This design comes from an exercise in tuning for small area, a short achievable clock period and few clock cycles per item on the open sky130 flow, not from production work.
In this exercise RTL edits were held to simulation tests only and were not proved equivalent to the original.

[run.sh]
#!/bin/bash
# synth_recipe.tcl (not shown) runs the flow's synth.tcl, then flattens the netlist and writes it again
# the make line also repeats each setting of config.mk as NAME=value (left out here)
make -C /OpenROAD-flow-scripts/flow DESIGN_CONFIG=/design/flow/config.mk WORK_HOME=/design/flow/orfs CLKGATE_MAP_FILE= SYNTH_SCRIPT=/design/flow/synth_recipe.tcl finish
[config.mk]
export PLATFORM = sky130hd
export DESIGN_NAME = mac_accumulator
export DESIGN_NICKNAME = mac_accumulator
export VERILOG_FILES = /design/flow/design.v
export SDC_FILE = /design/flow/constraint.sdc
export NUM_CORES = 4
export LEC_CHECK = 0
export CAP_MARGIN = 20
export CORE_MARGIN = 2
export CORE_UTILIZATION = 40
export SLEW_MARGIN = 20
[constraint.sdc]
create_clock -name core_clock -period 12.0 [get_ports {clk}]
set_input_delay 2.4000 -clock core_clock [delete_from_list [all_inputs] [get_ports {clk}]]
set_output_delay 2.4000 -clock core_clock [all_outputs]
set_load 0.01 [all_outputs]
[design.v]
module array_multiplier #(
  parameter int WIDTH = 25
) (
  input  logic [WIDTH-1:0]   a_i,
  input  logic [WIDTH-1:0]   b_i,
  output logic [2*WIDTH-1:0] p_o
);
  logic [2*WIDTH-1:0] row [WIDTH+1];
  assign row[0] = '0;
  for (genvar i = 0; i < WIDTH; i++) begin : g_row
    logic [2*WIDTH-1:0] pp;
    assign pp         = b_i[i] ? ((2*WIDTH)'(a_i) << i) : '0;
    assign row[i + 1] = row[i] + pp;
  end
  assign p_o = row[WIDTH];
endmodule
module mac_accumulator #(
  parameter int WIDTH     = 25,
  parameter int ACC_WIDTH = 64
) (
  input  logic                 clk,
  input  logic                 rst,
  input  logic                 in_valid,
  output logic                 in_ready,
  input  logic [WIDTH-1:0]     in_a,
  input  logic [WIDTH-1:0]     in_x,
  input  logic                 in_last,
  output logic                 out_valid,
  input  logic                 out_ready,
  output logic [ACC_WIDTH-1:0] out_sum,
  output logic [15:0]          out_count,
  output logic                 out_ovf
);
  typedef enum logic [1:0] {
    IDLE  = 2'd0,
    ACCUM = 2'd1,
    HOLD  = 2'd2
  } state_t;
  state_t               state_q;
  logic                 s1_valid_q;
  logic                 s1_last_q;
  logic [WIDTH-1:0]     s1_a_q;
  logic [WIDTH-1:0]     s1_x_q;
  logic [ACC_WIDTH-1:0] acc_q;
  logic [15:0]          count_q;
  logic                 ovf_q;
  logic [2*WIDTH-1:0]   prod;
  logic [ACC_WIDTH-1:0] prod_ext;
  logic [ACC_WIDTH:0]   sum_d;
  logic [15:0]          count_d;
  logic                 accept;
  array_multiplier #(.WIDTH(WIDTH)) u_mult (
    .a_i (s1_a_q),
    .b_i (s1_x_q),
    .p_o (prod)
  );
  assign prod_ext = ACC_WIDTH'(prod);
  assign sum_d    = {1'b0, acc_q} + {1'b0, prod_ext};
  assign count_d  = (count_q == 16'hFFFF) ? count_q : count_q + 16'd1;
  assign in_ready = (state_q != HOLD) && !(s1_valid_q && s1_last_q);
  assign accept   = in_valid && in_ready;
  always_ff @(posedge clk or posedge rst) begin
    if (rst) begin
      s1_valid_q <= 1'b0;
      s1_last_q  <= 1'b0;
      s1_a_q     <= '0;
      s1_x_q     <= '0;
    end else begin
      s1_valid_q <= accept;
      if (accept) begin
        s1_a_q    <= in_a;
        s1_x_q    <= in_x;
        s1_last_q <= in_last;
      end
    end
  end
  always_ff @(posedge clk or posedge rst) begin
    if (rst) begin
      state_q <= IDLE;
      acc_q   <= '0;
      count_q <= '0;
      ovf_q   <= 1'b0;
    end else begin
      case (state_q)
        IDLE: begin
          if (s1_valid_q) begin
            acc_q   <= prod_ext;
            count_q <= 16'd1;
            ovf_q   <= 1'b0;
            state_q <= s1_last_q ? HOLD : ACCUM;
          end
        end
        ACCUM: begin
          if (s1_valid_q) begin
            acc_q   <= sum_d[ACC_WIDTH-1:0];
            ovf_q   <= ovf_q | sum_d[ACC_WIDTH];
            count_q <= count_d;
            if (s1_last_q) state_q <= HOLD;
          end
        end
        HOLD: begin
          if (out_ready) state_q <= IDLE;
        end
        default: state_q <= IDLE;
      endcase
    end
  end
  assign out_valid = (state_q == HOLD);
  assign out_sum   = out_valid ? acc_q   : '0;
  assign out_count = out_valid ? count_q : '0;
  assign out_ovf   = out_valid & ovf_q;
endmodule
==> flow_summary.toml <==
[worst_setup_path]
ff2ff_path_depth = 33
r2r-end = "ovf_q"
arrival_ns = 10.29
r2r_start = "s1_x_q[7]"
max_stage_delay_ns = 1.07
critical_path.startpoint = "s1_x_q[7]"
critPathLaunchType = "register"
ff2ff_setup_slack_ns = 2.07
endpoint_kind = "register"
crit_path_frequent_cell = "fa_1"
path_max_fanout = 26
path_class = "reg2reg"
critPathCapture = "ovf_q"
cpMaxStageDelayCell = "dfrtp_1"
required_ns = 12.36

[routing]
route.vias.total = 22770
via_per_inst = 5.215
detail_route.wl_per_cell_um = 17.89
final_antenna_net_count = 0
drt-total-wl_um = 78130
first_pass_iters = 5
drt_iter0_drc = 1404
drc = 0

[clocking]
cts_max_level = 4
clock_latency_ns = 0.48
cts_tree = "built"
clkTransAtPathRegs_ns = 0.07
cts_sinks = 135
clockRootBuffer = "clkbuf_16"
cts_hold_buf = 0
cts_buffers = 17
cts_setup_buffers = 0
clk_path_buf_depth = 2
cts_resized = 0

[timing]
worst_slew_pin_slew_ns = 1.113
fin_skew_ns = 0.01574
period_needed_ns = 9.934
setup_tns_ns = 0
fmax_mhz = 100.7
whs_ns = 0.4747
post-route-period-util = 0.8279
drv_slew = 0
grt_setup_unrepaired = "false"
finalHoldViolCount = 0
finalSetupViolCount = 0
max_slew_margin = 0.2579

[synth]
syn_nets = 4214
synth_edf_count = 0
ys_seq_area_frac = 0.1163
avgSynthCellArea_um2 = 8.536
yosysWarnings = 3
synthDistinctLibCells = 75
ys_ff_latch = 135
async_flop_share = 1.000
synth_cells = 3403
ys.flop_type = "dfrtp_1"
synth_area_um2 = 29050

[grt]
grt_max_degree = 81
antenna_found_initial = 2
met1_usage = 0.2966
met3_usage = 0.01772
grtUsageTotal = 0.2159
grt_pass1_vias = 23530
busiest_layer = "met2"
use_met2 = 0.3651
overflow = 0
grt_pass1_wl_um = 127400

[cells_and_area]
drive_gt1_frac = 0.02664
syn2layout_area_growth_pct = 9.179
layout.nets = 4216
fillers = 7223
diodes = 0

[die]
core-area_um2 = 71730
ios = 138
dieArea_um2 = 74790
rows = 98
die_y_um = 273.5
die_w_um = 273.5
start_util = 0.4050

[run]
maxCapViolCount = 0

[place]
place.gp.congestion = 0.9052
io_buffers = 137
hpwl_um = 61520

[status]
outcome = "timing/DRC/antenna clean"

[worst_hold_path]
min_path_type = "reg2reg"
critical path, delay by kind of cell (launching register included):
kind / cells / cell delay [ns]
and+or+nand+nor: 3 / 0.36
buffers and inverters: 5 / 0.26
DFF: 1 / 1.07
AOI/OAI and AO/OA: 15 / 3.60
xor gates and xnor gates: 1 / 0.18
adders and majority gates: 9 / 4.31
metal layers:
| metal | vias to the layer above | part of all wire |
|---|---|---|
| li1 | 10530 | - |
| met1 | 11610 | 0.45 |
| met2 | 528 | 0.49 |
| met3 | 100 | 0.041 |
| met4 | 0 | 0.024 |
| met5 | - | 0 |
flip-flops by register name (all words and copies together), names as in the netlist:
name,count
acc_q,64
s1_a_q,25
s1_x_q,25
count_q,16
state_q,2
ovf_q,1
s1_last_q,1
s1_valid_q,1
cell usage after synthesis (14+ instances only):
cell type	instances	share of area
nand2_1	708	0.091
fa_1	532	0.37
inv_1	524	0.068
and2_1	298	0.064
ha_1	224	0.096
clkbuf_1	173	0.022
a21oi_1	138	0.024
dfrtp_1	135	0.12
nor2_1	106	0.014
o21ai_0	81	0.014
xnor2_1	53	0.016
a21o_1	45	0.012
xor2_1	45	0.014
a31oi_1	30	0.0065
nand4_1	28	0.0060
nand3_1	25	0.0043
and3_1	18	0.0039
nor3_1	18	0.0031
mux2i_1	15	0.0052
o21ai_1	15	0.0026
nand2b_1	14	0.0030
o21bai_1	14	0.0036
layout make-up:
cell class              count  area, um2  area share
multi-input cells        2555      22990      0.7248
flip-flops and latches    135       3379      0.1066
repair buffers            171       1627     0.05129
clock inverters            12      128.9    0.004064
inverters                 525       1976     0.06230
well taps                 950       1189     0.03748
clock buffers              18      429.2     0.01353
worst min path at each step:
| stage | cells after the start | slack (ns) | endpoint | start |
|---|---|---|---|---|
| floorplan | 2 | 0.45 | ovf_q | ovf_q |
| global route | 2 | 0.52 | s1_x_q[22] | s1_x_q[22] |
| detailed placement | 2 | 0.46 | s1_x_q[22] | s1_x_q[22] |
| finish | 2 | 0.47 | s1_a_q[19] | s1_a_q[19] |
| global placement | 2 | 0.46 | s1_x_q[22] | s1_x_q[22] |
| CTS | 2 | 0.48 | s1_x_q[19] | s1_x_q[19] |
cells by family (layout without fill, tap and decap cells):
logic type	Yosys count	in the layout	synth area share
compound gates	411	411	0.08783
xor+xnor	98	98	0.02955
fa+ha+maj	756	756	0.4631
buf+inv	713	726	0.09291
flops	135	135	0.1163
mux	15	15	0.005169
simple gates	1275	1275	0.2051
stage by stage:
step	instance area [um2]	std cells	setup slack (ns)	util
5_1_grt	31710	4366	1.446	0.4421
3_5_place_dp	31160	4336	2.117	0.4343
6_report	31710	4366	2.066	0.4421
2_1_floorplan	29050	3403	3.353	-
4_1_cts	31710	4366	2.110	0.4421
3_3_place_gp	31160	4336	1.924	0.4343
layout by cell type (no fill, tap or decap), types with 45 or more instances in the layout:
cell type / count
fa_1: 532
inv_1: 522
ha_1: 224
xnor2_1: 53
clkdlybuf4s50_1: 137
xor2_1: 45
a21o_1: 45
and2_1: 298
dfrtp_1: 134
a21oi_1: 138
o21ai_0: 81
nand2_1: 707
nor2_1: 105
Testbench counts, summed over its fixed seeds: cycles 19,488, beats 16,288.

what the ideal ports hide:
How much do the figures lean on ideal ports? The routed layout below was timed once more, with nothing changed but the port constraints. Step 1, drivers: a clkbuf_16 drives clk and a buf_2 each remaining input, both assumed. Step 2 adds t to the input delays and takes it off the output delays; t is the mean of the earliest and latest rising clock arrival at the registers after step 1. Input paths then give back, and output paths get back, about the clock's delay inside the block. a / b / c = ideal ports / drivers / drivers and shift; a / b = the first two.
t, ns: 0.521
slack for setup (ns): 2.066 / 2.066 / 2.066
worst hold slack (ns): 0.475 / 0.475 / 0.475
After both steps this run still meets setup and hold. The setup slack of this run moves by 0.000 ns with the drivers and by 0.000 ns with both steps.
